This design comes from an exercise in tuning for small area, a short achievable clock period and few clock cycles on the open sky130 flow, not from production work. No functional check of the RTL was part of any run shown here. Power figures rest on the tool's default switching activity, not on a simulated workload.

[flow/design.v]
`timescale 1ns / 1ps
package pot_ema_pkg;
    localparam int CHANNELS            = 8;
    localparam int SAMPLES_PER_AVERAGE = 16;
    localparam int CH_W     = 3;
    localparam int SAMPLE_W = 12;
    localparam int SUM_W    = 16;
    localparam int CNT_W    = 4;
    localparam int AVG_W    = 24;
    localparam int FRAC_W   = 8;
    localparam int LEVEL_W  = 16;
    localparam int WEIGHT_W = 8;
    localparam int THRESH_W = 16;
    localparam int CFG_W    = 16;
    localparam int CFG_IDX_W = 1;
    localparam logic [CNT_W-1:0] BLOCK_END = CNT_W'(SAMPLES_PER_AVERAGE % 16);
    localparam logic [WEIGHT_W-1:0] WEIGHT_RESET = 8'd26;
    localparam logic [THRESH_W-1:0] THRESH_RESET = 16'd328;
    localparam logic [CFG_IDX_W-1:0] REG_WEIGHT    = 1'b0;
    localparam logic [CFG_IDX_W-1:0] REG_THRESHOLD = 1'b1;
    typedef struct packed {
        logic [CH_W-1:0]     channel;
        logic [SAMPLE_W-1:0] sample;
    } in_t;
    typedef struct packed {
        logic [CH_W-1:0]    report_channel;
        logic [LEVEL_W-1:0] smoothed_level;
    } out_t;
    typedef struct packed {
        logic [WEIGHT_W-1:0] smoothing_weight;
        logic [THRESH_W-1:0] report_threshold;
    } cfg_t;
endpackage
`timescale 1ns / 1ps
module pot_ema_cfg (
    input  logic                            clk,
    input  logic                            rst_n,
    input  logic                            cfg_write,
    input  logic [pot_ema_pkg::CFG_IDX_W-1:0] cfg_index,
    input  logic [pot_ema_pkg::CFG_W-1:0]   cfg_data,
    output pot_ema_pkg::cfg_t               cfg
);
    pot_ema_pkg::cfg_t cfg_reg;
    always_ff @(posedge clk or negedge rst_n)
    begin
        if (!rst_n)
        begin
            cfg_reg.smoothing_weight <= pot_ema_pkg::WEIGHT_RESET;
            cfg_reg.report_threshold <= pot_ema_pkg::THRESH_RESET;
        end
        else if (cfg_write)
        begin
            unique case (cfg_index)
                pot_ema_pkg::REG_WEIGHT:
                    cfg_reg.smoothing_weight <= cfg_data[pot_ema_pkg::WEIGHT_W-1:0];
                pot_ema_pkg::REG_THRESHOLD:
                    cfg_reg.report_threshold <= cfg_data[pot_ema_pkg::THRESH_W-1:0];
                default:
                begin
                end
            endcase
        end
    end
    assign cfg = cfg_reg;
endmodule
`timescale 1ns / 1ps
module pot_ema_core (
    input  logic                     clk,
    input  logic                     rst_n,
    input  logic                     in_valid,
    output logic                     in_ready,
    input  pot_ema_pkg::in_t         in_req,
    input  pot_ema_pkg::cfg_t        cfg,
    input  logic                     hold,         
    output logic                     push,         
    output logic [2:0]               push_ch,
    input  logic [2:0]               rd_ch,        
    output logic [15:0]              rd_level
);
    localparam int NP = 8;
    logic [15:0] r_s [NP];
    logic [3:0]  r_n [NP];
    logic [23:0] r_a [NP];
    logic [15:0] r_l [NP];
    logic [NP-1:0] r_z;
    logic [NP-1:0] r_f;
    logic [2:0]  base;
    logic        done1, done2, done3;
    logic        rv;
    logic [2:0]  rch;
    logic [11:0] rx;
    logic        rdy_r;
    logic        cons;
    logic        acc;
    logic        rv_n;
    logic [2:0]  base_n;
    logic        cons_n;
    logic        rv_h;
    logic        cons_a, cons_h;
    logic        rdy_a, rdy_h;
    assign acc    = in_valid && rdy_r;
    assign base_n = base + 3'd1;
    assign rv_h   = rv && !cons;
    assign cons_a = (in_req.channel == base_n);
    assign cons_h = rv_h && (rch == base_n);
    assign rdy_a  = !hold && cons_a;
    assign rdy_h  = !hold && (!rv_h || cons_h);
    assign rv_n   = acc || rv_h;
    assign cons_n = acc ? cons_a : cons_h;
    always_ff @(posedge clk or negedge rst_n)
    begin
        if (!rst_n)
        begin
            rv    <= 1'b0;
            rdy_r <= 1'b0;
            cons  <= 1'b0;
            base  <= '0;
        end
        else
        begin
            rv    <= rv_n;
            rdy_r <= acc ? rdy_a : rdy_h;
            cons  <= cons_n;
            base  <= base_n;
        end
    end
    always_ff @(posedge clk)
    begin
        if (acc)
        begin
            rch <= in_req.channel;
            rx  <= in_req.sample;
        end
    end
    assign in_ready = rdy_r;
    logic [15:0] s0, sum0;
    logic [3:0]  n0, cnt0;
    logic [23:0] a0;
    logic        dn0;
    logic [16:0] dh0;
    always_comb
    begin
        s0   = r_z[0] ? 16'd0 : r_s[0];
        n0   = r_z[0] ? 4'd0  : r_n[0];
        a0   = r_z[0] ? 24'd0 : r_a[0];
        sum0 = s0 + 16'(rx & {12{cons}});
        cnt0 = n0 + 4'(cons);
        dn0  = cons && (n0 == 4'd15);
        dh0  = {1'b0, s0} + 17'(rx) + {1'b1, ~a0[23:8]} + 17'(a0[7:0] == 8'd0);
    end
    logic [7:0]  dl1, w1, nw1;
    logic [24:0] d1;
    logic [23:0] x1, y1;
    logic        c1;
    assign dl1 = 8'd0 - r_a[1][7:0];
    assign d1  = {r_n[1][0], r_s[1], dl1};
    assign w1  = cfg.smoothing_weight & {8{done1}};
    assign nw1 = 8'd0 - w1;
    pot_ema_mac u_mac (
        .d  (d1),
        .w  (w1),
        .nw (nw1),
        .a  (r_a[1]),
        .x  (x1),
        .y  (y1),
        .c8 (c1)
    );
    logic [3:0]  e2;      
    logic        c2;
    logic [23:0] a2;
    assign a2 = r_a[2] + ({e2, r_n[2], r_s[2]} & {24{done2}}) + 24'(c2);
    logic [15:0] lvl3, l3;
    logic [17:0] up3, dn3;
    logic        rep3;
    always_comb
    begin
        lvl3 = r_a[3][23:8];
        l3   = r_l[3];
        up3  = {2'b00, lvl3} + {2'b11, ~l3} + {2'b11, ~cfg.report_threshold} + 18'd1;
        dn3  = {2'b00, l3} + {2'b11, ~lvl3} + {2'b11, ~cfg.report_threshold} + 18'd1;
        rep3 = done3 && (r_f[3] || !up3[17] || !dn3[17]);
    end
    assign push    = rep3;
    assign push_ch = base - 3'd3;
    always_ff @(posedge clk)
    begin
        r_s[1] <= dn0 ? dh0[15:0] : sum0;
        r_n[1] <= dn0 ? {3'd0, dh0[16]} : cnt0;
        r_a[1] <= a0;
        r_l[1] <= r_l[0];
        r_s[2] <= done1 ? x1[15:0]  : r_s[1];
        r_n[2] <= done1 ? x1[19:16] : r_n[1];
        r_a[2] <= y1;
        r_l[2] <= r_l[1];
        e2     <= x1[23:20];
        c2     <= c1;
        r_s[3] <= done2 ? 16'd0 : r_s[2];
        r_n[3] <= done2 ? 4'd0  : r_n[2];
        r_a[3] <= a2;
        r_l[3] <= r_l[2];
        r_s[4] <= r_s[3];
        r_n[4] <= r_n[3];
        r_a[4] <= r_a[3];
        r_l[4] <= rep3 ? lvl3 : r_l[3];
        for (int i = 5; i < NP; i++)
        begin
            r_s[i] <= r_s[i-1];
            r_n[i] <= r_n[i-1];
            r_a[i] <= r_a[i-1];
            r_l[i] <= r_l[i-1];
        end
        r_s[0] <= r_s[NP-1];
        r_n[0] <= r_n[NP-1];
        r_a[0] <= r_a[NP-1];
        r_l[0] <= r_l[NP-1];
    end
    always_ff @(posedge clk or negedge rst_n)
    begin
        if (!rst_n)
        begin
            r_z   <= '1;
            r_f   <= '1;
            done1 <= 1'b0;
            done2 <= 1'b0;
            done3 <= 1'b0;
        end
        else
        begin
            r_z   <= {r_z[NP-2:1], r_z[0] && !cons, r_z[NP-1]};
            r_f   <= {r_f[NP-2:4], r_f[3] && !rep3, r_f[2:0], r_f[NP-1]};
            done1 <= dn0;
            done2 <= done1;
            done3 <= done2;
        end
    end
    logic [2:0] rd_pos;
    assign rd_pos   = base - rd_ch;
    assign rd_level = r_l[rd_pos];
endmodule
module pot_ema_mac (
    input  logic [24:0] d,
    input  logic [7:0]  w,
    input  logic [7:0]  nw,
    input  logic [23:0] a,
    output logic [23:0] x,
    output logic [23:0] y,
    output logic        c8
);
    logic t1, t2, t3, t4, t5, t6, t7, t8, t9, t10, t11, t12, t13, t14, t15, t16, t17, t18, t19, t20, t21, t22, t23, t24, t25, t26, t27, t28, t29, t30, t31, t32, t33, t34, t35, t36, t37, t38, t39, t40, t41, t42, t43, t44, t45, t46, t47, t48, t49, t50, t51, t52, t53, t54, t55, t56, t57, t58, t59, t60, t61, t62, t63, t64, t65, t66, t67, t68, t69, t70, t71, t72, t73, t74, t75, t76, t77, t78, t79, t80, t81, t82, t83, t84, t85, t86, t87, t88, t89, t90, t91, t92, t93, t94, t95, t96, t97, t98, t99, t100, t101, t102, t103, t104, t105, t106, t107, t108, t109, t110, t111, t112, t113, t114, t115, t116, t117, t118, t119, t120, t121, t122, t123, t124, t125, t126, t127, t128, t129, t130, t131, t132, t133, t134, t135, t136, t137, t138, t139, t140, t141, t142, t143, t144, t145, t146, t147, t148, t149, t150, t151, t152, t153, t154, t155, t156, t157, t158, t159, t160, t161, t162, t163, t164, t165, t166, t167, t168, t169, t170, t171, t172, t173, t174, t175, t176, t177, t178, t179, t180, t181, t182, t183, t184, t185, t186, t187, t188, t189, t190, t191, t192, t193, t194, t195, t196, t197, t198, t199, t200, t201, t202, t203, t204, t205, t206, t207, t208, t209, t210, t211, t212, t213, t214, t215, t216, t217, t218, t219, t220, t221, t222, t223, t224, t225, t226, t227, t228, t229, t230, t231, t232, t233, t234, t235, t236, t237, t238, t239, t240, t241, t242, t243, t244, t245, t246, t247, t248, t249, t250, t251, t252, t253, t254, t255, t256, t257, t258, t259, t260, t261, t262, t263, t264, t265, t266, t267, t268, t269, t270, t271, t272, t273, t274, t275, t276, t277, t278, t279, t280, t281, t282, t283, t284, t285, t286, t287, t288, t289, t290, t291, t292, t293, t294, t295, t296, t297, t298, t299, t300, t301, t302, t303, t304, t305, t306, t307, t308, t309, t310, t311, t312, t313, t314, t315, t316, t317, t318, t319, t320, t321, t322, t323, t324, t325, t326, t327, t328, t329, t330, t331, t332, t333, t334, t335, t336;
    logic [31:0] xs, ys;
    logic [8:0]  lo;
    assign t1 = (d[6] & w[0]) ^ (d[5] & w[1]);
    assign t2 = (d[6] & w[0]) & (d[5] & w[1]);
    assign t3 = (d[7] & w[0]) ^ (d[6] & w[1]) ^ (d[5] & w[2]);
    assign t4 = ((d[7] & w[0]) & (d[6] & w[1])) | ((d[7] & w[0]) & (d[5] & w[2])) | ((d[6] & w[1]) & (d[5] & w[2]));
    assign t5 = (d[4] & w[3]) ^ (d[3] & w[4]) ^ (d[2] & w[5]);
    assign t6 = ((d[4] & w[3]) & (d[3] & w[4])) | ((d[4] & w[3]) & (d[2] & w[5])) | ((d[3] & w[4]) & (d[2] & w[5]));
    assign t7 = (d[8] & w[0]) ^ (d[7] & w[1]) ^ (d[6] & w[2]);
    assign t8 = ((d[8] & w[0]) & (d[7] & w[1])) | ((d[8] & w[0]) & (d[6] & w[2])) | ((d[7] & w[1]) & (d[6] & w[2]));
    assign t9 = (d[5] & w[3]) ^ (d[4] & w[4]) ^ (d[3] & w[5]);
    assign t10 = ((d[5] & w[3]) & (d[4] & w[4])) | ((d[5] & w[3]) & (d[3] & w[5])) | ((d[4] & w[4]) & (d[3] & w[5]));
    assign t11 = (d[2] & w[6]) ^ (d[1] & w[7]);
    assign t12 = (d[2] & w[6]) & (d[1] & w[7]);
    assign t13 = (d[9] & w[0]) ^ (d[8] & w[1]) ^ (d[7] & w[2]);
    assign t14 = ((d[9] & w[0]) & (d[8] & w[1])) | ((d[9] & w[0]) & (d[7] & w[2])) | ((d[8] & w[1]) & (d[7] & w[2]));
    assign t15 = (d[6] & w[3]) ^ (d[5] & w[4]) ^ (d[4] & w[5]);
    assign t16 = ((d[6] & w[3]) & (d[5] & w[4])) | ((d[6] & w[3]) & (d[4] & w[5])) | ((d[5] & w[4]) & (d[4] & w[5]));
    assign t17 = (d[3] & w[6]) ^ (d[2] & w[7]) ^ a[1];
    assign t18 = ((d[3] & w[6]) & (d[2] & w[7])) | ((d[3] & w[6]) & a[1]) | ((d[2] & w[7]) & a[1]);
    assign t19 = (d[10] & w[0]) ^ (d[9] & w[1]) ^ (d[8] & w[2]);
    assign t20 = ((d[10] & w[0]) & (d[9] & w[1])) | ((d[10] & w[0]) & (d[8] & w[2])) | ((d[9] & w[1]) & (d[8] & w[2]));
    assign t21 = (d[7] & w[3]) ^ (d[6] & w[4]) ^ (d[5] & w[5]);
    assign t22 = ((d[7] & w[3]) & (d[6] & w[4])) | ((d[7] & w[3]) & (d[5] & w[5])) | ((d[6] & w[4]) & (d[5] & w[5]));
    assign t23 = (d[4] & w[6]) ^ (d[3] & w[7]) ^ a[2];
    assign t24 = ((d[4] & w[6]) & (d[3] & w[7])) | ((d[4] & w[6]) & a[2]) | ((d[3] & w[7]) & a[2]);
    assign t25 = (d[11] & w[0]) ^ (d[10] & w[1]) ^ (d[9] & w[2]);
    assign t26 = ((d[11] & w[0]) & (d[10] & w[1])) | ((d[11] & w[0]) & (d[9] & w[2])) | ((d[10] & w[1]) & (d[9] & w[2]));
    assign t27 = (d[8] & w[3]) ^ (d[7] & w[4]) ^ (d[6] & w[5]);
    assign t28 = ((d[8] & w[3]) & (d[7] & w[4])) | ((d[8] & w[3]) & (d[6] & w[5])) | ((d[7] & w[4]) & (d[6] & w[5]));
    assign t29 = (d[5] & w[6]) ^ (d[4] & w[7]) ^ a[3];
    assign t30 = ((d[5] & w[6]) & (d[4] & w[7])) | ((d[5] & w[6]) & a[3]) | ((d[4] & w[7]) & a[3]);
    assign t31 = (d[12] & w[0]) ^ (d[11] & w[1]) ^ (d[10] & w[2]);
    assign t32 = ((d[12] & w[0]) & (d[11] & w[1])) | ((d[12] & w[0]) & (d[10] & w[2])) | ((d[11] & w[1]) & (d[10] & w[2]));
    assign t33 = (d[9] & w[3]) ^ (d[8] & w[4]) ^ (d[7] & w[5]);
    assign t34 = ((d[9] & w[3]) & (d[8] & w[4])) | ((d[9] & w[3]) & (d[7] & w[5])) | ((d[8] & w[4]) & (d[7] & w[5]));
    assign t35 = (d[6] & w[6]) ^ (d[5] & w[7]) ^ a[4];
    assign t36 = ((d[6] & w[6]) & (d[5] & w[7])) | ((d[6] & w[6]) & a[4]) | ((d[5] & w[7]) & a[4]);
    assign t37 = (d[13] & w[0]) ^ (d[12] & w[1]) ^ (d[11] & w[2]);
    assign t38 = ((d[13] & w[0]) & (d[12] & w[1])) | ((d[13] & w[0]) & (d[11] & w[2])) | ((d[12] & w[1]) & (d[11] & w[2]));
    assign t39 = (d[10] & w[3]) ^ (d[9] & w[4]) ^ (d[8] & w[5]);
    assign t40 = ((d[10] & w[3]) & (d[9] & w[4])) | ((d[10] & w[3]) & (d[8] & w[5])) | ((d[9] & w[4]) & (d[8] & w[5]));
    assign t41 = (d[7] & w[6]) ^ (d[6] & w[7]) ^ a[5];
    assign t42 = ((d[7] & w[6]) & (d[6] & w[7])) | ((d[7] & w[6]) & a[5]) | ((d[6] & w[7]) & a[5]);
    assign t43 = (d[14] & w[0]) ^ (d[13] & w[1]) ^ (d[12] & w[2]);
    assign t44 = ((d[14] & w[0]) & (d[13] & w[1])) | ((d[14] & w[0]) & (d[12] & w[2])) | ((d[13] & w[1]) & (d[12] & w[2]));
    assign t45 = (d[11] & w[3]) ^ (d[10] & w[4]) ^ (d[9] & w[5]);
    assign t46 = ((d[11] & w[3]) & (d[10] & w[4])) | ((d[11] & w[3]) & (d[9] & w[5])) | ((d[10] & w[4]) & (d[9] & w[5]));
    assign t47 = (d[8] & w[6]) ^ (d[7] & w[7]) ^ a[6];
    assign t48 = ((d[8] & w[6]) & (d[7] & w[7])) | ((d[8] & w[6]) & a[6]) | ((d[7] & w[7]) & a[6]);
    assign t49 = (d[15] & w[0]) ^ (d[14] & w[1]) ^ (d[13] & w[2]);
    assign t50 = ((d[15] & w[0]) & (d[14] & w[1])) | ((d[15] & w[0]) & (d[13] & w[2])) | ((d[14] & w[1]) & (d[13] & w[2]));
    assign t51 = (d[12] & w[3]) ^ (d[11] & w[4]) ^ (d[10] & w[5]);
    assign t52 = ((d[12] & w[3]) & (d[11] & w[4])) | ((d[12] & w[3]) & (d[10] & w[5])) | ((d[11] & w[4]) & (d[10] & w[5]));
    assign t53 = (d[9] & w[6]) ^ (d[8] & w[7]) ^ a[7];
    assign t54 = ((d[9] & w[6]) & (d[8] & w[7])) | ((d[9] & w[6]) & a[7]) | ((d[8] & w[7]) & a[7]);
    assign t55 = (d[16] & w[0]) ^ (d[15] & w[1]) ^ (d[14] & w[2]);
    assign t56 = ((d[16] & w[0]) & (d[15] & w[1])) | ((d[16] & w[0]) & (d[14] & w[2])) | ((d[15] & w[1]) & (d[14] & w[2]));
    assign t57 = (d[13] & w[3]) ^ (d[12] & w[4]) ^ (d[11] & w[5]);
    assign t58 = ((d[13] & w[3]) & (d[12] & w[4])) | ((d[13] & w[3]) & (d[11] & w[5])) | ((d[12] & w[4]) & (d[11] & w[5]));
    assign t59 = (d[10] & w[6]) ^ (d[9] & w[7]) ^ a[8];
    assign t60 = ((d[10] & w[6]) & (d[9] & w[7])) | ((d[10] & w[6]) & a[8]) | ((d[9] & w[7]) & a[8]);
    assign t61 = (d[17] & w[0]) ^ (d[16] & w[1]) ^ (d[15] & w[2]);
    assign t62 = ((d[17] & w[0]) & (d[16] & w[1])) | ((d[17] & w[0]) & (d[15] & w[2])) | ((d[16] & w[1]) & (d[15] & w[2]));
    assign t63 = (d[14] & w[3]) ^ (d[13] & w[4]) ^ (d[12] & w[5]);
    assign t64 = ((d[14] & w[3]) & (d[13] & w[4])) | ((d[14] & w[3]) & (d[12] & w[5])) | ((d[13] & w[4]) & (d[12] & w[5]));
    assign t65 = (d[11] & w[6]) ^ (d[10] & w[7]) ^ a[9];
    assign t66 = ((d[11] & w[6]) & (d[10] & w[7])) | ((d[11] & w[6]) & a[9]) | ((d[10] & w[7]) & a[9]);
    assign t67 = (d[18] & w[0]) ^ (d[17] & w[1]) ^ (d[16] & w[2]);
    assign t68 = ((d[18] & w[0]) & (d[17] & w[1])) | ((d[18] & w[0]) & (d[16] & w[2])) | ((d[17] & w[1]) & (d[16] & w[2]));
    assign t69 = (d[15] & w[3]) ^ (d[14] & w[4]) ^ (d[13] & w[5]);
    assign t70 = ((d[15] & w[3]) & (d[14] & w[4])) | ((d[15] & w[3]) & (d[13] & w[5])) | ((d[14] & w[4]) & (d[13] & w[5]));
    assign t71 = (d[12] & w[6]) ^ (d[11] & w[7]) ^ a[10];
    assign t72 = ((d[12] & w[6]) & (d[11] & w[7])) | ((d[12] & w[6]) & a[10]) | ((d[11] & w[7]) & a[10]);
    assign t73 = (d[19] & w[0]) ^ (d[18] & w[1]) ^ (d[17] & w[2]);
    assign t74 = ((d[19] & w[0]) & (d[18] & w[1])) | ((d[19] & w[0]) & (d[17] & w[2])) | ((d[18] & w[1]) & (d[17] & w[2]));
    assign t75 = (d[16] & w[3]) ^ (d[15] & w[4]) ^ (d[14] & w[5]);
    assign t76 = ((d[16] & w[3]) & (d[15] & w[4])) | ((d[16] & w[3]) & (d[14] & w[5])) | ((d[15] & w[4]) & (d[14] & w[5]));
    assign t77 = (d[13] & w[6]) ^ (d[12] & w[7]) ^ a[11];
    assign t78 = ((d[13] & w[6]) & (d[12] & w[7])) | ((d[13] & w[6]) & a[11]) | ((d[12] & w[7]) & a[11]);
    assign t79 = (d[20] & w[0]) ^ (d[19] & w[1]) ^ (d[18] & w[2]);
    assign t80 = ((d[20] & w[0]) & (d[19] & w[1])) | ((d[20] & w[0]) & (d[18] & w[2])) | ((d[19] & w[1]) & (d[18] & w[2]));
    assign t81 = (d[17] & w[3]) ^ (d[16] & w[4]) ^ (d[15] & w[5]);
    assign t82 = ((d[17] & w[3]) & (d[16] & w[4])) | ((d[17] & w[3]) & (d[15] & w[5])) | ((d[16] & w[4]) & (d[15] & w[5]));
    assign t83 = (d[14] & w[6]) ^ (d[13] & w[7]) ^ a[12];
    assign t84 = ((d[14] & w[6]) & (d[13] & w[7])) | ((d[14] & w[6]) & a[12]) | ((d[13] & w[7]) & a[12]);
    assign t85 = (d[21] & w[0]) ^ (d[20] & w[1]) ^ (d[19] & w[2]);
    assign t86 = ((d[21] & w[0]) & (d[20] & w[1])) | ((d[21] & w[0]) & (d[19] & w[2])) | ((d[20] & w[1]) & (d[19] & w[2]));
    assign t87 = (d[18] & w[3]) ^ (d[17] & w[4]) ^ (d[16] & w[5]);
    assign t88 = ((d[18] & w[3]) & (d[17] & w[4])) | ((d[18] & w[3]) & (d[16] & w[5])) | ((d[17] & w[4]) & (d[16] & w[5]));
    assign t89 = (d[15] & w[6]) ^ (d[14] & w[7]) ^ a[13];
    assign t90 = ((d[15] & w[6]) & (d[14] & w[7])) | ((d[15] & w[6]) & a[13]) | ((d[14] & w[7]) & a[13]);
    assign t91 = (d[22] & w[0]) ^ (d[21] & w[1]) ^ (d[20] & w[2]);
    assign t92 = ((d[22] & w[0]) & (d[21] & w[1])) | ((d[22] & w[0]) & (d[20] & w[2])) | ((d[21] & w[1]) & (d[20] & w[2]));
    assign t93 = (d[19] & w[3]) ^ (d[18] & w[4]) ^ (d[17] & w[5]);
    assign t94 = ((d[19] & w[3]) & (d[18] & w[4])) | ((d[19] & w[3]) & (d[17] & w[5])) | ((d[18] & w[4]) & (d[17] & w[5]));
    assign t95 = (d[16] & w[6]) ^ (d[15] & w[7]) ^ a[14];
    assign t96 = ((d[16] & w[6]) & (d[15] & w[7])) | ((d[16] & w[6]) & a[14]) | ((d[15] & w[7]) & a[14]);
    assign t97 = (d[23] & w[0]) ^ (d[22] & w[1]) ^ (d[21] & w[2]);
    assign t98 = ((d[23] & w[0]) & (d[22] & w[1])) | ((d[23] & w[0]) & (d[21] & w[2])) | ((d[22] & w[1]) & (d[21] & w[2]));
    assign t99 = (d[20] & w[3]) ^ (d[19] & w[4]) ^ (d[18] & w[5]);
    assign t100 = ((d[20] & w[3]) & (d[19] & w[4])) | ((d[20] & w[3]) & (d[18] & w[5])) | ((d[19] & w[4]) & (d[18] & w[5]));
    assign t101 = (d[17] & w[6]) ^ (d[16] & w[7]) ^ a[15];
    assign t102 = ((d[17] & w[6]) & (d[16] & w[7])) | ((d[17] & w[6]) & a[15]) | ((d[16] & w[7]) & a[15]);
    assign t103 = (d[23] & w[1]) ^ (d[22] & w[2]) ^ (d[21] & w[3]);
    assign t104 = ((d[23] & w[1]) & (d[22] & w[2])) | ((d[23] & w[1]) & (d[21] & w[3])) | ((d[22] & w[2]) & (d[21] & w[3]));
    assign t105 = (d[20] & w[4]) ^ (d[19] & w[5]) ^ (d[18] & w[6]);
    assign t106 = ((d[20] & w[4]) & (d[19] & w[5])) | ((d[20] & w[4]) & (d[18] & w[6])) | ((d[19] & w[5]) & (d[18] & w[6]));
    assign t107 = (d[17] & w[7]) ^ (d[24] & nw[0]) ^ a[16];
    assign t108 = ((d[17] & w[7]) & (d[24] & nw[0])) | ((d[17] & w[7]) & a[16]) | ((d[24] & nw[0]) & a[16]);
    assign t109 = (d[23] & w[2]) ^ (d[22] & w[3]) ^ (d[21] & w[4]);
    assign t110 = ((d[23] & w[2]) & (d[22] & w[3])) | ((d[23] & w[2]) & (d[21] & w[4])) | ((d[22] & w[3]) & (d[21] & w[4]));
    assign t111 = (d[20] & w[5]) ^ (d[19] & w[6]) ^ (d[18] & w[7]);
    assign t112 = ((d[20] & w[5]) & (d[19] & w[6])) | ((d[20] & w[5]) & (d[18] & w[7])) | ((d[19] & w[6]) & (d[18] & w[7]));
    assign t113 = (d[24] & nw[1]) ^ a[17];
    assign t114 = (d[24] & nw[1]) & a[17];
    assign t115 = (d[23] & w[3]) ^ (d[22] & w[4]) ^ (d[21] & w[5]);
    assign t116 = ((d[23] & w[3]) & (d[22] & w[4])) | ((d[23] & w[3]) & (d[21] & w[5])) | ((d[22] & w[4]) & (d[21] & w[5]));
    assign t117 = (d[20] & w[6]) ^ (d[19] & w[7]) ^ (d[24] & nw[2]);
    assign t118 = ((d[20] & w[6]) & (d[19] & w[7])) | ((d[20] & w[6]) & (d[24] & nw[2])) | ((d[19] & w[7]) & (d[24] & nw[2]));
    assign t119 = (d[23] & w[4]) ^ (d[22] & w[5]) ^ (d[21] & w[6]);
    assign t120 = ((d[23] & w[4]) & (d[22] & w[5])) | ((d[23] & w[4]) & (d[21] & w[6])) | ((d[22] & w[5]) & (d[21] & w[6]));
    assign t121 = (d[4] & w[0]) ^ (d[3] & w[1]);
    assign t122 = (d[4] & w[0]) & (d[3] & w[1]);
    assign t123 = (d[5] & w[0]) ^ (d[4] & w[1]) ^ (d[3] & w[2]);
    assign t124 = ((d[5] & w[0]) & (d[4] & w[1])) | ((d[5] & w[0]) & (d[3] & w[2])) | ((d[4] & w[1]) & (d[3] & w[2]));
    assign t125 = (d[2] & w[3]) ^ (d[1] & w[4]);
    assign t126 = (d[2] & w[3]) & (d[1] & w[4]);
    assign t127 = t1 ^ (d[4] & w[2]) ^ (d[3] & w[3]);
    assign t128 = (t1 & (d[4] & w[2])) | (t1 & (d[3] & w[3])) | ((d[4] & w[2]) & (d[3] & w[3]));
    assign t129 = (d[2] & w[4]) ^ (d[1] & w[5]) ^ (d[0] & w[6]);
    assign t130 = ((d[2] & w[4]) & (d[1] & w[5])) | ((d[2] & w[4]) & (d[0] & w[6])) | ((d[1] & w[5]) & (d[0] & w[6]));
    assign t131 = t2 ^ t3 ^ t5;
    assign t132 = (t2 & t3) | (t2 & t5) | (t3 & t5);
    assign t133 = (d[1] & w[6]) ^ (d[0] & w[7]) ^ 1'b1;
    assign t134 = ((d[1] & w[6]) & (d[0] & w[7])) | ((d[1] & w[6]) & 1'b1) | ((d[0] & w[7]) & 1'b1);
    assign t135 = t4 ^ t6 ^ t7;
    assign t136 = (t4 & t6) | (t4 & t7) | (t6 & t7);
    assign t137 = t9 ^ t11 ^ a[0];
    assign t138 = (t9 & t11) | (t9 & a[0]) | (t11 & a[0]);
    assign t139 = t8 ^ t10 ^ t12;
    assign t140 = (t8 & t10) | (t8 & t12) | (t10 & t12);
    assign t141 = t13 ^ t15 ^ t17;
    assign t142 = (t13 & t15) | (t13 & t17) | (t15 & t17);
    assign t143 = t14 ^ t16 ^ t18;
    assign t144 = (t14 & t16) | (t14 & t18) | (t16 & t18);
    assign t145 = t19 ^ t21 ^ t23;
    assign t146 = (t19 & t21) | (t19 & t23) | (t21 & t23);
    assign t147 = t20 ^ t22 ^ t24;
    assign t148 = (t20 & t22) | (t20 & t24) | (t22 & t24);
    assign t149 = t25 ^ t27 ^ t29;
    assign t150 = (t25 & t27) | (t25 & t29) | (t27 & t29);
    assign t151 = t26 ^ t28 ^ t30;
    assign t152 = (t26 & t28) | (t26 & t30) | (t28 & t30);
    assign t153 = t31 ^ t33 ^ t35;
    assign t154 = (t31 & t33) | (t31 & t35) | (t33 & t35);
    assign t155 = t32 ^ t34 ^ t36;
    assign t156 = (t32 & t34) | (t32 & t36) | (t34 & t36);
    assign t157 = t37 ^ t39 ^ t41;
    assign t158 = (t37 & t39) | (t37 & t41) | (t39 & t41);
    assign t159 = t38 ^ t40 ^ t42;
    assign t160 = (t38 & t40) | (t38 & t42) | (t40 & t42);
    assign t161 = t43 ^ t45 ^ t47;
    assign t162 = (t43 & t45) | (t43 & t47) | (t45 & t47);
    assign t163 = t44 ^ t46 ^ t48;
    assign t164 = (t44 & t46) | (t44 & t48) | (t46 & t48);
    assign t165 = t49 ^ t51 ^ t53;
    assign t166 = (t49 & t51) | (t49 & t53) | (t51 & t53);
    assign t167 = t50 ^ t52 ^ t54;
    assign t168 = (t50 & t52) | (t50 & t54) | (t52 & t54);
    assign t169 = t55 ^ t57 ^ t59;
    assign t170 = (t55 & t57) | (t55 & t59) | (t57 & t59);
    assign t171 = t56 ^ t58 ^ t60;
    assign t172 = (t56 & t58) | (t56 & t60) | (t58 & t60);
    assign t173 = t61 ^ t63 ^ t65;
    assign t174 = (t61 & t63) | (t61 & t65) | (t63 & t65);
    assign t175 = t62 ^ t64 ^ t66;
    assign t176 = (t62 & t64) | (t62 & t66) | (t64 & t66);
    assign t177 = t67 ^ t69 ^ t71;
    assign t178 = (t67 & t69) | (t67 & t71) | (t69 & t71);
    assign t179 = t68 ^ t70 ^ t72;
    assign t180 = (t68 & t70) | (t68 & t72) | (t70 & t72);
    assign t181 = t73 ^ t75 ^ t77;
    assign t182 = (t73 & t75) | (t73 & t77) | (t75 & t77);
    assign t183 = t74 ^ t76 ^ t78;
    assign t184 = (t74 & t76) | (t74 & t78) | (t76 & t78);
    assign t185 = t79 ^ t81 ^ t83;
    assign t186 = (t79 & t81) | (t79 & t83) | (t81 & t83);
    assign t187 = t80 ^ t82 ^ t84;
    assign t188 = (t80 & t82) | (t80 & t84) | (t82 & t84);
    assign t189 = t85 ^ t87 ^ t89;
    assign t190 = (t85 & t87) | (t85 & t89) | (t87 & t89);
    assign t191 = t86 ^ t88 ^ t90;
    assign t192 = (t86 & t88) | (t86 & t90) | (t88 & t90);
    assign t193 = t91 ^ t93 ^ t95;
    assign t194 = (t91 & t93) | (t91 & t95) | (t93 & t95);
    assign t195 = t92 ^ t94 ^ t96;
    assign t196 = (t92 & t94) | (t92 & t96) | (t94 & t96);
    assign t197 = t97 ^ t99 ^ t101;
    assign t198 = (t97 & t99) | (t97 & t101) | (t99 & t101);
    assign t199 = t98 ^ t100 ^ t102;
    assign t200 = (t98 & t100) | (t98 & t102) | (t100 & t102);
    assign t201 = t103 ^ t105 ^ t107;
    assign t202 = (t103 & t105) | (t103 & t107) | (t105 & t107);
    assign t203 = t104 ^ t106 ^ t108;
    assign t204 = (t104 & t106) | (t104 & t108) | (t106 & t108);
    assign t205 = t109 ^ t111 ^ t113;
    assign t206 = (t109 & t111) | (t109 & t113) | (t111 & t113);
    assign t207 = t110 ^ t112 ^ t114;
    assign t208 = (t110 & t112) | (t110 & t114) | (t112 & t114);
    assign t209 = t115 ^ t117 ^ a[18];
    assign t210 = (t115 & t117) | (t115 & a[18]) | (t117 & a[18]);
    assign t211 = t116 ^ t118 ^ t119;
    assign t212 = (t116 & t118) | (t116 & t119) | (t118 & t119);
    assign t213 = (d[20] & w[7]) ^ (d[24] & nw[3]) ^ a[19];
    assign t214 = ((d[20] & w[7]) & (d[24] & nw[3])) | ((d[20] & w[7]) & a[19]) | ((d[24] & nw[3]) & a[19]);
    assign t215 = t120 ^ (d[23] & w[5]) ^ (d[22] & w[6]);
    assign t216 = (t120 & (d[23] & w[5])) | (t120 & (d[22] & w[6])) | ((d[23] & w[5]) & (d[22] & w[6]));
    assign t217 = (d[21] & w[7]) ^ (d[24] & nw[4]) ^ a[20];
    assign t218 = ((d[21] & w[7]) & (d[24] & nw[4])) | ((d[21] & w[7]) & a[20]) | ((d[24] & nw[4]) & a[20]);
    assign t219 = (d[23] & w[6]) ^ (d[22] & w[7]) ^ (d[24] & nw[5]);
    assign t220 = ((d[23] & w[6]) & (d[22] & w[7])) | ((d[23] & w[6]) & (d[24] & nw[5])) | ((d[22] & w[7]) & (d[24] & nw[5]));
    assign t221 = (d[3] & w[0]) ^ (d[2] & w[1]);
    assign t222 = (d[3] & w[0]) & (d[2] & w[1]);
    assign t223 = t121 ^ (d[2] & w[2]) ^ (d[1] & w[3]);
    assign t224 = (t121 & (d[2] & w[2])) | (t121 & (d[1] & w[3])) | ((d[2] & w[2]) & (d[1] & w[3]));
    assign t225 = t122 ^ t123 ^ t125;
    assign t226 = (t122 & t123) | (t122 & t125) | (t123 & t125);
    assign t227 = t124 ^ t126 ^ t127;
    assign t228 = (t124 & t126) | (t124 & t127) | (t126 & t127);
    assign t229 = t128 ^ t130 ^ t131;
    assign t230 = (t128 & t130) | (t128 & t131) | (t130 & t131);
    assign t231 = t132 ^ t134 ^ t135;
    assign t232 = (t132 & t134) | (t132 & t135) | (t134 & t135);
    assign t233 = t136 ^ t138 ^ t139;
    assign t234 = (t136 & t138) | (t136 & t139) | (t138 & t139);
    assign t235 = t140 ^ t142 ^ t143;
    assign t236 = (t140 & t142) | (t140 & t143) | (t142 & t143);
    assign t237 = t144 ^ t146 ^ t147;
    assign t238 = (t144 & t146) | (t144 & t147) | (t146 & t147);
    assign t239 = t148 ^ t150 ^ t151;
    assign t240 = (t148 & t150) | (t148 & t151) | (t150 & t151);
    assign t241 = t152 ^ t154 ^ t155;
    assign t242 = (t152 & t154) | (t152 & t155) | (t154 & t155);
    assign t243 = t156 ^ t158 ^ t159;
    assign t244 = (t156 & t158) | (t156 & t159) | (t158 & t159);
    assign t245 = t160 ^ t162 ^ t163;
    assign t246 = (t160 & t162) | (t160 & t163) | (t162 & t163);
    assign t247 = t164 ^ t166 ^ t167;
    assign t248 = (t164 & t166) | (t164 & t167) | (t166 & t167);
    assign t249 = t168 ^ t170 ^ t171;
    assign t250 = (t168 & t170) | (t168 & t171) | (t170 & t171);
    assign t251 = t172 ^ t174 ^ t175;
    assign t252 = (t172 & t174) | (t172 & t175) | (t174 & t175);
    assign t253 = t176 ^ t178 ^ t179;
    assign t254 = (t176 & t178) | (t176 & t179) | (t178 & t179);
    assign t255 = t180 ^ t182 ^ t183;
    assign t256 = (t180 & t182) | (t180 & t183) | (t182 & t183);
    assign t257 = t184 ^ t186 ^ t187;
    assign t258 = (t184 & t186) | (t184 & t187) | (t186 & t187);
    assign t259 = t188 ^ t190 ^ t191;
    assign t260 = (t188 & t190) | (t188 & t191) | (t190 & t191);
    assign t261 = t192 ^ t194 ^ t195;
    assign t262 = (t192 & t194) | (t192 & t195) | (t194 & t195);
    assign t263 = t196 ^ t198 ^ t199;
    assign t264 = (t196 & t198) | (t196 & t199) | (t198 & t199);
    assign t265 = t200 ^ t202 ^ t203;
    assign t266 = (t200 & t202) | (t200 & t203) | (t202 & t203);
    assign t267 = t204 ^ t206 ^ t207;
    assign t268 = (t204 & t206) | (t204 & t207) | (t206 & t207);
    assign t269 = t208 ^ t210 ^ t211;
    assign t270 = (t208 & t210) | (t208 & t211) | (t210 & t211);
    assign t271 = t212 ^ t214 ^ t215;
    assign t272 = (t212 & t214) | (t212 & t215) | (t214 & t215);
    assign t273 = t216 ^ t218 ^ t219;
    assign t274 = (t216 & t218) | (t216 & t219) | (t218 & t219);
    assign t275 = t220 ^ (d[23] & w[7]) ^ (d[24] & nw[6]);
    assign t276 = (t220 & (d[23] & w[7])) | (t220 & (d[24] & nw[6])) | ((d[23] & w[7]) & (d[24] & nw[6]));
    assign t277 = (d[2] & w[0]) ^ (d[1] & w[1]);
    assign t278 = (d[2] & w[0]) & (d[1] & w[1]);
    assign t279 = t221 ^ (d[1] & w[2]) ^ (d[0] & w[3]);
    assign t280 = (t221 & (d[1] & w[2])) | (t221 & (d[0] & w[3])) | ((d[1] & w[2]) & (d[0] & w[3]));
    assign t281 = t222 ^ t223 ^ (d[0] & w[4]);
    assign t282 = (t222 & t223) | (t222 & (d[0] & w[4])) | (t223 & (d[0] & w[4]));
    assign t283 = t224 ^ t225 ^ (d[0] & w[5]);
    assign t284 = (t224 & t225) | (t224 & (d[0] & w[5])) | (t225 & (d[0] & w[5]));
    assign t285 = t226 ^ t227 ^ t129;
    assign t286 = (t226 & t227) | (t226 & t129) | (t227 & t129);
    assign t287 = t228 ^ t229 ^ t133;
    assign t288 = (t228 & t229) | (t228 & t133) | (t229 & t133);
    assign t289 = t230 ^ t231 ^ t137;
    assign t290 = (t230 & t231) | (t230 & t137) | (t231 & t137);
    assign t291 = t232 ^ t233 ^ t141;
    assign t292 = (t232 & t233) | (t232 & t141) | (t233 & t141);
    assign t293 = t234 ^ t235 ^ t145;
    assign t294 = (t234 & t235) | (t234 & t145) | (t235 & t145);
    assign t295 = t236 ^ t237 ^ t149;
    assign t296 = (t236 & t237) | (t236 & t149) | (t237 & t149);
    assign t297 = t238 ^ t239 ^ t153;
    assign t298 = (t238 & t239) | (t238 & t153) | (t239 & t153);
    assign t299 = t240 ^ t241 ^ t157;
    assign t300 = (t240 & t241) | (t240 & t157) | (t241 & t157);
    assign t301 = t242 ^ t243 ^ t161;
    assign t302 = (t242 & t243) | (t242 & t161) | (t243 & t161);
    assign t303 = t244 ^ t245 ^ t165;
    assign t304 = (t244 & t245) | (t244 & t165) | (t245 & t165);
    assign t305 = t246 ^ t247 ^ t169;
    assign t306 = (t246 & t247) | (t246 & t169) | (t247 & t169);
    assign t307 = t248 ^ t249 ^ t173;
    assign t308 = (t248 & t249) | (t248 & t173) | (t249 & t173);
    assign t309 = t250 ^ t251 ^ t177;
    assign t310 = (t250 & t251) | (t250 & t177) | (t251 & t177);
    assign t311 = t252 ^ t253 ^ t181;
    assign t312 = (t252 & t253) | (t252 & t181) | (t253 & t181);
    assign t313 = t254 ^ t255 ^ t185;
    assign t314 = (t254 & t255) | (t254 & t185) | (t255 & t185);
    assign t315 = t256 ^ t257 ^ t189;
    assign t316 = (t256 & t257) | (t256 & t189) | (t257 & t189);
    assign t317 = t258 ^ t259 ^ t193;
    assign t318 = (t258 & t259) | (t258 & t193) | (t259 & t193);
    assign t319 = t260 ^ t261 ^ t197;
    assign t320 = (t260 & t261) | (t260 & t197) | (t261 & t197);
    assign t321 = t262 ^ t263 ^ t201;
    assign t322 = (t262 & t263) | (t262 & t201) | (t263 & t201);
    assign t323 = t264 ^ t265 ^ t205;
    assign t324 = (t264 & t265) | (t264 & t205) | (t265 & t205);
    assign t325 = t266 ^ t267 ^ t209;
    assign t326 = (t266 & t267) | (t266 & t209) | (t267 & t209);
    assign t327 = t268 ^ t269 ^ t213;
    assign t328 = (t268 & t269) | (t268 & t213) | (t269 & t213);
    assign t329 = t270 ^ t271 ^ t217;
    assign t330 = (t270 & t271) | (t270 & t217) | (t271 & t217);
    assign t331 = t272 ^ t273 ^ a[21];
    assign t332 = (t272 & t273) | (t272 & a[21]) | (t273 & a[21]);
    assign t333 = t274 ^ t275 ^ a[22];
    assign t334 = (t274 & t275) | (t274 & a[22]) | (t275 & a[22]);
    assign t335 = t276 ^ (d[24] & nw[7]) ^ a[23];
    assign t336 = (t276 & (d[24] & nw[7])) | (t276 & a[23]) | ((d[24] & nw[7]) & a[23]);
    assign xs = {t334, t332, t330, t328, t326, t324, t322, t320, t318, t316, t314, t312, t310, t308, t306, t304, t302, t300, t298, t296, t294, t292, t290, t288, t286, t284, t282, t280, t278, t277, (d[1] & w[0]), (d[0] & w[0])};
    assign ys = {t335, t333, t331, t329, t327, t325, t323, t321, t319, t317, t315, t313, t311, t309, t307, t305, t303, t301, t299, t297, t295, t293, t291, t289, t287, t285, t283, t281, t279, (d[0] & w[2]), (d[0] & w[1]), 1'b0};
    assign lo = {1'b0, xs[7:0]} + {1'b0, ys[7:0]};
    assign c8 = lo[8];
    assign x  = xs[31:8];
    assign y  = ys[31:8];
endmodule
`timescale 1ns / 1ps
module pot_ema_out (
    input  logic               clk,
    input  logic               rst_n,
    input  logic               push,
    input  logic [2:0]         push_ch,
    output logic [2:0]         rd_ch,
    input  logic [15:0]        rd_level,
    output logic               hold,
    output logic               out_valid,
    input  logic               out_ready,
    output pot_ema_pkg::out_t  out_req
);
    logic [2:0] q_ch [8];
    logic [2:0] wp, rp;
    logic [3:0] cnt;
    logic [5:0] age;
    logic       valid_reg;
    logic       pop;
    pot_ema_pkg::out_t data_reg;
    logic       ne, free;
    logic [3:0] cnt_pop, cnt_hold;
    assign ne       = (cnt != 4'd0);
    assign free     = !valid_reg || out_ready;
    assign pop      = ne && free;
    assign cnt_hold = cnt + 4'(push);
    assign cnt_pop  = cnt_hold - 4'd1;
    assign rd_ch    = q_ch[rp];
    assign hold     = age[5];
    always_ff @(posedge clk or negedge rst_n)
    begin
        if (!rst_n)
        begin
            wp        <= '0;
            rp        <= '0;
            cnt       <= '0;
            age       <= '0;
            valid_reg <= 1'b0;
        end
        else
        begin
            if (push)
                wp <= wp + 3'd1;
            if (pop)
                rp <= rp + 3'd1;
            cnt <= pop ? cnt_pop : cnt_hold;
            if (!ne)
                age <= '0;
            else if (!age[5])
                age <= age + 6'd1;
            if (free)
                valid_reg <= ne;
        end
    end
    always_ff @(posedge clk)
    begin
        if (push)
            q_ch[wp] <= push_ch;
        if (pop)
        begin
            data_reg.report_channel <= rd_ch;
            data_reg.smoothed_level <= rd_level;
        end
    end
    assign out_valid = valid_reg;
    assign out_req   = data_reg;
endmodule
`timescale 1ns / 1ps
module pot_oversample_ema_hysteresis_top (
    input  logic                              clk,
    input  logic                              rst_n,
    input  logic                              in_valid,
    output logic                              in_ready,
    input  logic [14:0]                       in_req,
    output logic                              out_valid,
    input  logic                              out_ready,
    output logic [18:0]                       out_req,
    input  logic                              cfg_write,
    input  logic [pot_ema_pkg::CFG_IDX_W-1:0] cfg_index,
    input  logic [pot_ema_pkg::CFG_W-1:0]     cfg_data
);
    pot_ema_pkg::cfg_t cfg;
    pot_ema_pkg::in_t  in_req_s;
    pot_ema_pkg::out_t out_req_s;
    assign in_req_s = in_req;
    assign out_req  = out_req_s;
    logic        hold;
    logic        push;
    logic [2:0]  push_ch;
    logic [2:0]  rd_ch;
    logic [15:0] rd_level;
    pot_ema_cfg u_cfg (
        .clk       (clk),
        .rst_n     (rst_n),
        .cfg_write (cfg_write),
        .cfg_index (cfg_index),
        .cfg_data  (cfg_data),
        .cfg       (cfg)
    );
    pot_ema_core u_core (
        .clk       (clk),
        .rst_n     (rst_n),
        .in_valid  (in_valid),
        .in_ready  (in_ready),
        .in_req    (in_req_s),
        .cfg       (cfg),
        .hold      (hold),
        .push      (push),
        .push_ch   (push_ch),
        .rd_ch     (rd_ch),
        .rd_level  (rd_level)
    );
    pot_ema_out u_out (
        .clk       (clk),
        .rst_n     (rst_n),
        .push      (push),
        .push_ch   (push_ch),
        .rd_ch     (rd_ch),
        .rd_level  (rd_level),
        .hold      (hold),
        .out_valid (out_valid),
        .out_ready (out_ready),
        .out_req   (out_req_s)
    );
endmodule
[flow/flow/run.sh]
#!/bin/bash
set -euo pipefail
bash standard.sh finish "BUFFER_PORTS_ARGS=-buffer_cell sky130_fd_sc_hd__buf_2" SETUP_SLACK_MARGIN=15 > standard_flow.log 2>&1
[flow/standard.sh]
#!/bin/bash
# synth_recipe.tcl (not shown) runs the flow's synth.tcl, then flattens the netlist and writes it again
# the make line also repeats each setting of config.mk as NAME=value (left out here)
make -C /OpenROAD-flow-scripts/flow DESIGN_CONFIG=/design/flow/config.mk WORK_HOME=/design/flow/orfs CLKGATE_MAP_FILE= SYNTH_SCRIPT=/design/flow/synth_recipe.tcl "${@:-finish}"
[flow/config.mk]
export PLATFORM = sky130hd
export DESIGN_NAME = pot_oversample_ema_hysteresis_top
export DESIGN_NICKNAME = pot_oversample_ema_hysteresis_top
export VERILOG_FILES = /design/flow/design.v
export SDC_FILE = /design/flow/constraint.sdc
export NUM_CORES = 4
export LEC_CHECK = 0
export CAP_MARGIN = 20
export CORE_MARGIN = 2
export CORE_UTILIZATION = 65
export CTS_CLUSTER_DIAMETER = 100
export CTS_CLUSTER_SIZE = 30
export SLEW_MARGIN = 20
[flow/constraint.sdc]
create_clock -name core_clock -period 20.0 [get_ports {clk}]
set_input_delay 4.0000 -clock core_clock [delete_from_list [all_inputs] [get_ports {clk}]]
set_output_delay 4.0000 -clock core_clock [all_outputs]
set_load 0.01 [all_outputs]
==> qor.yml, run 1 <==
netSwitchingPower_uw: 687
path_clk_slew_ps: 120
async_flop_share_pct: 10.8
vias: 15455
yosysWarningCount: 11
cts_tree: "done"
ys_seq_area_share_pct: 49.7
synthCells: 2254
cpMaxStageDelayCell: "edfxtp_1"
p_int_uw: 1780
crit_chain: "buf_2"
placed_area_um2: 27200
swShare_pct: 27.8
place_ws_ps: 14520
worst-path-buf-inv: 1
port_buffers: 57
path_class: "flip-flop to primary output"
finalSetupViolCount: 0
fmax_ghz: 0.194
max_stage_delay_ps: 410
fp.dieArea_um2: 42300
dp_hpwl_mm: 40.2
critPathMaxFanout: 1
startpoint_type: "flip-flop"
drv_cap: 0
status: "finished clean"
largest-register: "u_core.r_a"
min_path_cells: 0
p_per_area_nw_per_um2: 88.5
r2r_start: "u_core.r_a[1][0]"
fin_crit_ps: 5150
hp-class: "flip-flop to flip-flop"
die_h_um: 206
reg2reg_depth: 14
first_iter_violations: 876
power_frac_seq_pct: 59.6
io_pins: 58
largest_reg_flops: 192
wl_mm: 54.4
p_leak_uw: 0.0124
synth_area_leaders: "dfxtp_1 37%, fa_1 16%, edfxtp_1 6.6%, ha_1 5.3%, inv_1 4.3%"
synth_top_area_cell: "dfxtp_1"
synth_edf_count: 58
vias_per_cell: 5.47
drive_gt1_share_pct: 9.43
first_pass_iters: 7
grt_pass1_vias: 16262
grt_pass1_wl_mm: 86.5
cts_num_sinks: 609
largestRegisters: "u_core.r_a: 192 flops, u_core.r_l: 128 flops, u_core.r_s: 128 flops"
comb_power_share_pct: 16.5
max_slew_margin_pct: 27.0
ant_nets: 0
place_congestion: 0.877
finalPower_uw: 2470
clock_skew_ps: 27.8
rsz0062_at_grt: "true"
final_cell_mix: "485 x dfxtp_1, 302 x inv_1, 206 x fa_1"
r2r-end: "u_core.c2"
ctsHoldBuffers: 0
area_growth_pct: 5.68
setup_tns_ps: 0
grt_use_total_pct: 26.8
rows: 73
clk_path_buf_depth: 3
min_from: "u_core.r_a[4][9]"
holdPathEnd: "u_core.r_a[5][9]"
final_area_um2: 27900
worst_slack_ps: 14850
ys_seq_elements: 609
cts_made_buffers: 24
hold_viol: 0
reg2reg_slack_ps: 15260
fill_cells: 2911
ir_drop_uv: 92.3
die_w_um: 206
clk_latency_ps: 590
wl_per_cell_um: 19.3
clockPowerShare_pct: 23.9
synth.distinct_cells: 79
end_kind: "primary output"
worst-endpoint-required_ps: 16000
final_common_cell: "dfxtp_1"
coreArea_um2: 39900
worst_pin_slew_ps: 1090
root_buffer: "clkbuf_16"
ys.flop_type: "dfxtp_1"
grt_max_degree: 103
worstPathArrival_ps: 1150
syn-num-nets: 2609
synth_top_area_share_pct: 36.7
slew_viol_final: 0
fin_crit_sh_pct: 25.8
initial_core_util_pct: 66.2
cp_top_family: "flip-flops"
cts-htree-levels: 1
synth_area_per_cell_um2: 11.7
antenna_found_initial: 2
nNetsFinal: 2639
whs_ps: 324
drc: 0
syn-cell-area_um2: 26400
overflow: 0
## how the worst max path moves through the flow
| stage | slack, ps | endpoint | cells past startpoint | startpoint |
|---|---|---|---|---|
| after floorplan | 14990 | u_out.rp[1] | 3 | out_ready |
| after global placement | 14570 | u_out.rp[1] | 4 | out_ready |
| after detailed placement | 14520 | u_out.rp[1] | 4 | out_ready |
| after CTS | 14830 | out_req[2] | 1 | u_out.data_reg[2] |
| after global routing | 14800 | out_req[2] | 1 | u_out.data_reg[2] |
| final | 14850 | out_req[2] | 1 | u_out.data_reg[2] |
## synthesized netlist by cell type, types with 16 or more instances
cell	n
dfrtp_1	44
ha_1	112
nand2_1	185
nand3_1	29
inv_1	303
xnor2_1	55
buf_1	18
nor3_1	16
a21o_1	18
and3_1	72
nor2b_1	64
xor2_1	25
mux2i_1	26
dfxtp_1	485
clkbuf_1	40
o21ai_0	40
nor2_1	93
dfstp_2	22
edfxtp_1	58
and2_1	45
nand2b_1	16
fa_1	206
mux2_2	49
mux4_2	17
a21oi_1	51
## timing repair
item / in CTS / in global routing
resized for setup: 1 / 3
setup buffers: 2 / 1
setup endpoints to repair: 22 / 30
## layout make-up
class	count	area [um^2]	area share [%]
Inverter	306	1150	4.11
Clock inverter	5	43.8	0.157
Antenna cell	1	2.50	0.00896
Sequential cell	609	13100	47.0
Tap cell	525	657	2.35
Clock buffer	37	659	2.36
Multi-Input combinational cell	1270	11900	42.5
Timing Repair Buffer	73	412	1.47
## power groups by stage
stage          clock network (uW)  logic, uW  registers [uW]
6_report                      591        409            1470
5_1_grt                       646        463            1480
4_1_cts                       607        409            1470
3_5_place_dp                    0        403            1500
3_3_place_gp                    0        391            1500
2_1_floorplan                   0        336            1430
## routing by layer
metal  part of all wire [%]  track usage [%]  routed length (um)  up-vias
met2                     45             42.7               24700      386
li1                       -                -                   -     7317
met3                    6.0             5.46                3290       90
met5                      0                0                   0        -
met4                    3.0             8.14                1650        0
met1                     46             37.2               24800     7662
## cells by family (layout without fill, tap and decap cells)
| group | count (synthesis) | in the layout | synth area share [%] |
|---|---|---|---|
| DFF | 609 | 609 | 49.7 |
| AOI/OAI and AO/OA | 215 | 215 | 5.44 |
| xor gates and xnor gates | 81 | 81 | 2.71 |
| and+or+nand+nor | 556 | 556 | 10.4 |
| adders and majority gates | 318 | 318 | 20.9 |
| buffers and inverters | 375 | 421 | 5.53 |
| other | 0 | 1 | 0 |
| muxes | 100 | 100 | 5.30 |
## metrics by stage
step / instances / utilization [%]
after global placement: 2779 / 68.1
after detailed placement: 2779 / 68.1
after CTS: 2823 / 69.9
after floorplan: 2254 / -
after global routing: 2825 / 70.0
final: 2826 / 70.0
==> inputs of run 2 (changes only) <==
--- a/flow/design.v
+++ b/flow/design.v
@@ -95,16 +95,10 @@
     logic        rv_n;
+    logic [2:0]  rch_n;
     logic [2:0]  base_n;
     logic        cons_n;
-    logic        rv_h;
-    logic        cons_a, cons_h;
-    logic        rdy_a, rdy_h;
     assign acc    = in_valid && rdy_r;
     assign base_n = base + 3'd1;
-    assign rv_h   = rv && !cons;
-    assign cons_a = (in_req.channel == base_n);
-    assign cons_h = rv_h && (rch == base_n);
-    assign rdy_a  = !hold && cons_a;
-    assign rdy_h  = !hold && (!rv_h || cons_h);
-    assign rv_n   = acc || rv_h;
-    assign cons_n = acc ? cons_a : cons_h;
+    assign rv_n   = acc || (rv && !cons);
+    assign rch_n  = acc ? in_req.channel : rch;
+    assign cons_n = rv_n && (rch_n == base_n);
     always_ff @(posedge clk or negedge rst_n)
@@ -121,3 +115,3 @@
             rv    <= rv_n;
-            rdy_r <= acc ? rdy_a : rdy_h;
+            rdy_r <= !hold && (!rv_n || cons_n);
             cons  <= cons_n;
@@ -145,4 +139,4 @@
         a0   = r_z[0] ? 24'd0 : r_a[0];
-        sum0 = s0 + 16'(rx & {12{cons}});
-        cnt0 = n0 + 4'(cons);
+        sum0 = s0 + 16'(rx);
+        cnt0 = n0 + 4'd1;
         dn0  = cons && (n0 == 4'd15);
@@ -156,3 +150,3 @@
     assign d1  = {r_n[1][0], r_s[1], dl1};
-    assign w1  = cfg.smoothing_weight & {8{done1}};
+    assign w1  = cfg.smoothing_weight;
     assign nw1 = 8'd0 - w1;
@@ -170,3 +164,3 @@
     logic [23:0] a2;
-    assign a2 = r_a[2] + ({e2, r_n[2], r_s[2]} & {24{done2}}) + 24'(c2);
+    assign a2 = r_a[2] + {e2, r_n[2], r_s[2]} + 24'(c2);
     logic [15:0] lvl3, l3;
@@ -186,11 +180,11 @@
     begin
-        r_s[1] <= dn0 ? dh0[15:0] : sum0;
-        r_n[1] <= dn0 ? {3'd0, dh0[16]} : cnt0;
+        r_s[1] <= dn0 ? dh0[15:0] : (cons ? sum0 : s0);
+        r_n[1] <= dn0 ? {3'd0, dh0[16]} : (cons ? cnt0 : n0);
         r_a[1] <= a0;
         r_l[1] <= r_l[0];
-        r_s[2] <= done1 ? x1[15:0]  : r_s[1];
-        r_n[2] <= done1 ? x1[19:16] : r_n[1];
-        r_a[2] <= y1;
+        r_s[2] <= done1 ? y1[15:0]  : r_s[1];
+        r_n[2] <= done1 ? y1[19:16] : r_n[1];
+        r_a[2] <= done1 ? x1        : r_a[1];
         r_l[2] <= r_l[1];
-        e2     <= x1[23:20];
+        e2     <= y1[23:20];
         c2     <= c1;
@@ -198,3 +192,3 @@
         r_n[3] <= done2 ? 4'd0  : r_n[2];
-        r_a[3] <= a2;
+        r_a[3] <= done2 ? a2    : r_a[2];
         r_l[3] <= r_l[2];
@@ -614,11 +608,5 @@
     pot_ema_pkg::out_t data_reg;
-    logic       ne, free;
-    logic [3:0] cnt_pop, cnt_hold;
-    assign ne       = (cnt != 4'd0);
-    assign free     = !valid_reg || out_ready;
-    assign pop      = ne && free;
-    assign cnt_hold = cnt + 4'(push);
-    assign cnt_pop  = cnt_hold - 4'd1;
-    assign rd_ch    = q_ch[rp];
-    assign hold     = age[5];
+    assign pop   = (cnt != 4'd0) && (!valid_reg || out_ready);
+    assign rd_ch = q_ch[rp];
+    assign hold  = age[5];
     always_ff @(posedge clk or negedge rst_n)
@@ -639,4 +627,4 @@
                 rp <= rp + 3'd1;
-            cnt <= pop ? cnt_pop : cnt_hold;
-            if (!ne)
+            cnt <= cnt + 4'(push) - 4'(pop);
+            if (cnt == 4'd0)
                 age <= '0;
@@ -644,4 +632,4 @@
                 age <= age + 6'd1;
-            if (free)
-                valid_reg <= ne;
+            if (!valid_reg || out_ready)
+                valid_reg <= pop;
         end
==> flow/run.sh (new file) <==
#!/bin/bash
# synth_recipe.tcl (not shown) runs the flow's synth.tcl, then flattens the netlist and writes it again
# the make line also repeats each setting of config.mk as NAME=value (left out here)
make -C /OpenROAD-flow-scripts/flow DESIGN_CONFIG=/design/flow/config.mk WORK_HOME=/design/flow/orfs CLKGATE_MAP_FILE= SYNTH_SCRIPT=/design/flow/synth_recipe.tcl finish
--- a/flow/config.mk
+++ b/flow/config.mk
@@ -9,5 +9,3 @@
 export CORE_MARGIN = 2
-export CORE_UTILIZATION = 65
-export CTS_CLUSTER_DIAMETER = 100
-export CTS_CLUSTER_SIZE = 30
+export CORE_UTILIZATION = 80
 export SLEW_MARGIN = 20
removed: flow/flow/run.sh
removed: flow/standard.sh
==> run 2 against run 1 <==
Against the previous run:
- still clean
- power up 45%
- final cell count about the same
- area after synthesis up 0.91%
- worst hold slack worse by 4.9 ps
- critical endpoint is now u_out.cnt[3]
- highest routed layer is now met5
==> qor.yml, run 2 <==
status: "finished clean"
grt_max_degree: 67
swShare_pct: 32.6
cts_tree: "done"
final_cell_mix: "488 x dfxtp_1, 320 x inv_1, 206 x fa_1"
yosysWarningCount: 11
place_ws_ps: 13780
comb_power_share_pct: 26.9
vias_per_cell: 6.14
die_h_um: 187
async_flop_share_pct: 10.8
port_buffers: 57
worst_slack_ps: 14340
drv_cap: 0
rows: 66
syn-cell-area_um2: 26700
final_common_cell: "dfxtp_1"
cts_made_buffers: 56
ys.flop_type: "dfxtp_1"
p_leak_uw: 0.0130
clockPowerShare_pct: 31.3
coreArea_um2: 32700
rsz0062_at_grt: "false"
vias: 17342
largestRegisters: "u_core.r_a: 192 flops, u_core.r_l: 128 flops, u_core.r_s: 128 flops"
first_iter_violations: 1458
fin_crit_sh_pct: 28.3
synth_area_per_cell_um2: 11.7
ys_seq_elements: 609
wl_per_cell_um: 23.2
slew_viol_final: 0
clock_skew_ps: 11.8
clk_latency_ps: 610
area_growth_pct: 10.8
ctsHoldBuffers: 0
drc: 0
p_int_uw: 2420
synth_top_area_share_pct: 36.6
largest_reg_flops: 192
io_pins: 58
critPathMaxFanout: 23
ant_nets: 0
synthCells: 2287
synth_area_leaders: "dfxtp_1 37%, fa_1 16%, edfxtp_1 6.2%, ha_1 5.3%, inv_1 4.5%"
die_w_um: 187
nNetsFinal: 2691
cts_num_sinks: 609
place_congestion: 0.914
final_cells: 2824
synth.distinct_cells: 64
worst-endpoint-required_ps: 20540
grt_pass1_vias: 19115
drive_gt1_share_pct: 10.7
fmax_ghz: 0.177
cts_setup_buffers: 0
overflow: 0
path_class: "input port to flip-flop"
startpoint_type: "input port"
max_slew_margin_pct: 36.5
p_per_area_nw_per_um2: 122
ys_seq_area_share_pct: 49.1
hold_viol: 0
synth.most_common_cell: "dfxtp_1"
synth_top_area_cell: "dfxtp_1"
ir_drop_uv: 101
antenna_found_initial: 2
dp_hpwl_mm: 40.4
syn-num-nets: 2644
worst_pin_slew_ps: 939
synth_commonest_cells: "488 x dfxtp_1, 320 x inv_1, 207 x fa_1, 196 x nand2_1, 113 x ha_1"
finalSetupViolCount: 0
first_pass_iters: 6
cts-htree-levels: 2
end_kind: "flip-flop"
setup_tns_ps: 0
placed_cells: 2718
path_clk_slew_ps: 70
largest-register: "u_core.r_a"
root_buffer: "clkbuf_16"
wl_mm: 65.4
netSwitchingPower_uw: 1170
initial_core_util_pct: 81.6
ctsResizeCount: 0
grt_pass1_wl_mm: 104
fin_crit_ps: 5660
power_frac_seq_pct: 41.8
grt_use_total_pct: 39.0
worstPathArrival_ps: 6190
fp.dieArea_um2: 34800
synth_edf_count: 55
clk_path_buf_depth: 3
hp-class: "flip-flop to flip-flop"
==> run 2: changes by cell type after synthesis, moves of 8 or more <==
cell	previous run	this run
a21o_1	18	33
and2_1	45	97
and3_1	72	6
clkbuf_1	40	59
inv_1	303	320
mux2_2	49	89
mux2i_1	26	35
nand2_1	185	196
nand2b_1	16	8
nand3_1	29	11
nor2_1	93	56
o21ai_0	40	67
==> run 2: metrics by stage <==
stage	hold slack [ps]	utilization (%)	cell area, um^2	total power (uW)
5_1_grt	322	90.4	29500	3770
3_3_place_gp	310	84.4	27600	2340
6_report	319	90.4	29600	3600
2_1_floorplan	310	-	26700	2130
4_1_cts	320	90.3	29500	3580
3_5_place_dp	312	84.4	27600	2410
==> run 2: cells by family after synthesis <==
logic type	share of synthesized area (%)
compound gates	5.98
xor+xnor	2.43
fa+ha+maj	20.8
buf+inv	5.75
flops	49.1
mux	6.93
simple gates	8.96
==> run 2: per-layer routing <==
layer,vias to the layer above,part of all wire [%],track usage (%)
li1,7440,-,-
met1,8667,38,49.6
met2,991,48,64.5
met3,242,9.0,8.97
met4,2,4.8,17.7
met5,-,0.023,0
==> run 2: power by group through the flow <==
stage | clock, uW | sequential, uW | combinational (uW)
2_1_floorplan | 0 | 1440 | 699
6_report | 1130 | 1500 | 967
3_3_place_gp | 0 | 1510 | 832
4_1_cts | 1130 | 1490 | 953
5_1_grt | 1180 | 1510 | 1080
3_5_place_dp | 0 | 1510 | 894
==> run 2: area by class of cell <==
type                       instances  area, um^2
sequential                       609       13100
multi-input combinational       1275       12100
fill                            1344        3150
clock buffer                      75        1640
inverter                         321        1200
timing repair buffer              71         677
tap                              442         553
clock inverter                    29         317
antenna                            2        5.00
==> run 2: path summary, 6_finish.rpt <==
kind                                     end  slack [ps]         startpoint  depth (start not counted)
max                             u_out.cnt[3]       14340          out_ready                         10
min                        u_core.r_a[6][23]         320  u_core.r_a[5][23]                          0
max reg2reg                 u_core.r_n[1][0]       14830      u_core.r_z[0]                         16
min reg2reg                u_core.r_a[6][23]         320  u_core.r_a[5][23]                          0
max in group asynchronous       u_core.done2       15980              rst_n                          1
min in group asynchronous       u_core.done1        3380              rst_n                          1
==> run 2: critical path, cell delays in order <==
cell and delay (ps):
clkdlybuf4s50_1 470, inv_1 50, a21oi_2 130, buf_4 330, ha_1 220, inv_1 80, ha_1 340, a21o_1 200
a21oi_1 210, xor2_1 160

[re-timing with driven ports]
The flow's constraints put no driver on any port. The routed layouts listed below were extracted and timed again, unchanged, in two steps.
Step 1, drivers: a clkbuf_16 drives clk and a buf_2 each remaining input, both assumed.
Step 2 times the ports against the registers' clock, not the clock port: input delays grow and output delays shrink by t, the midpoint of the rising clock arrivals with the driver on.
a / b / c = ideal / step 1 / step 2; a / b = the first two.
run	t (ns)	slack for setup (ns)	worst setup path after step 2	worst register clock-pin slew, ns
run 1	0.639	14.847 / 14.789 / 14.538	input to register	0.12 / 0.12
run 2	0.657	14.343 / 14.302 / 13.715	input to register	0.07 / 0.07
After both steps every run listed still meets setup and hold. The setup slack of run 2, which loses most, moves by -0.041 ns with the drivers and by -0.628 ns with both steps.
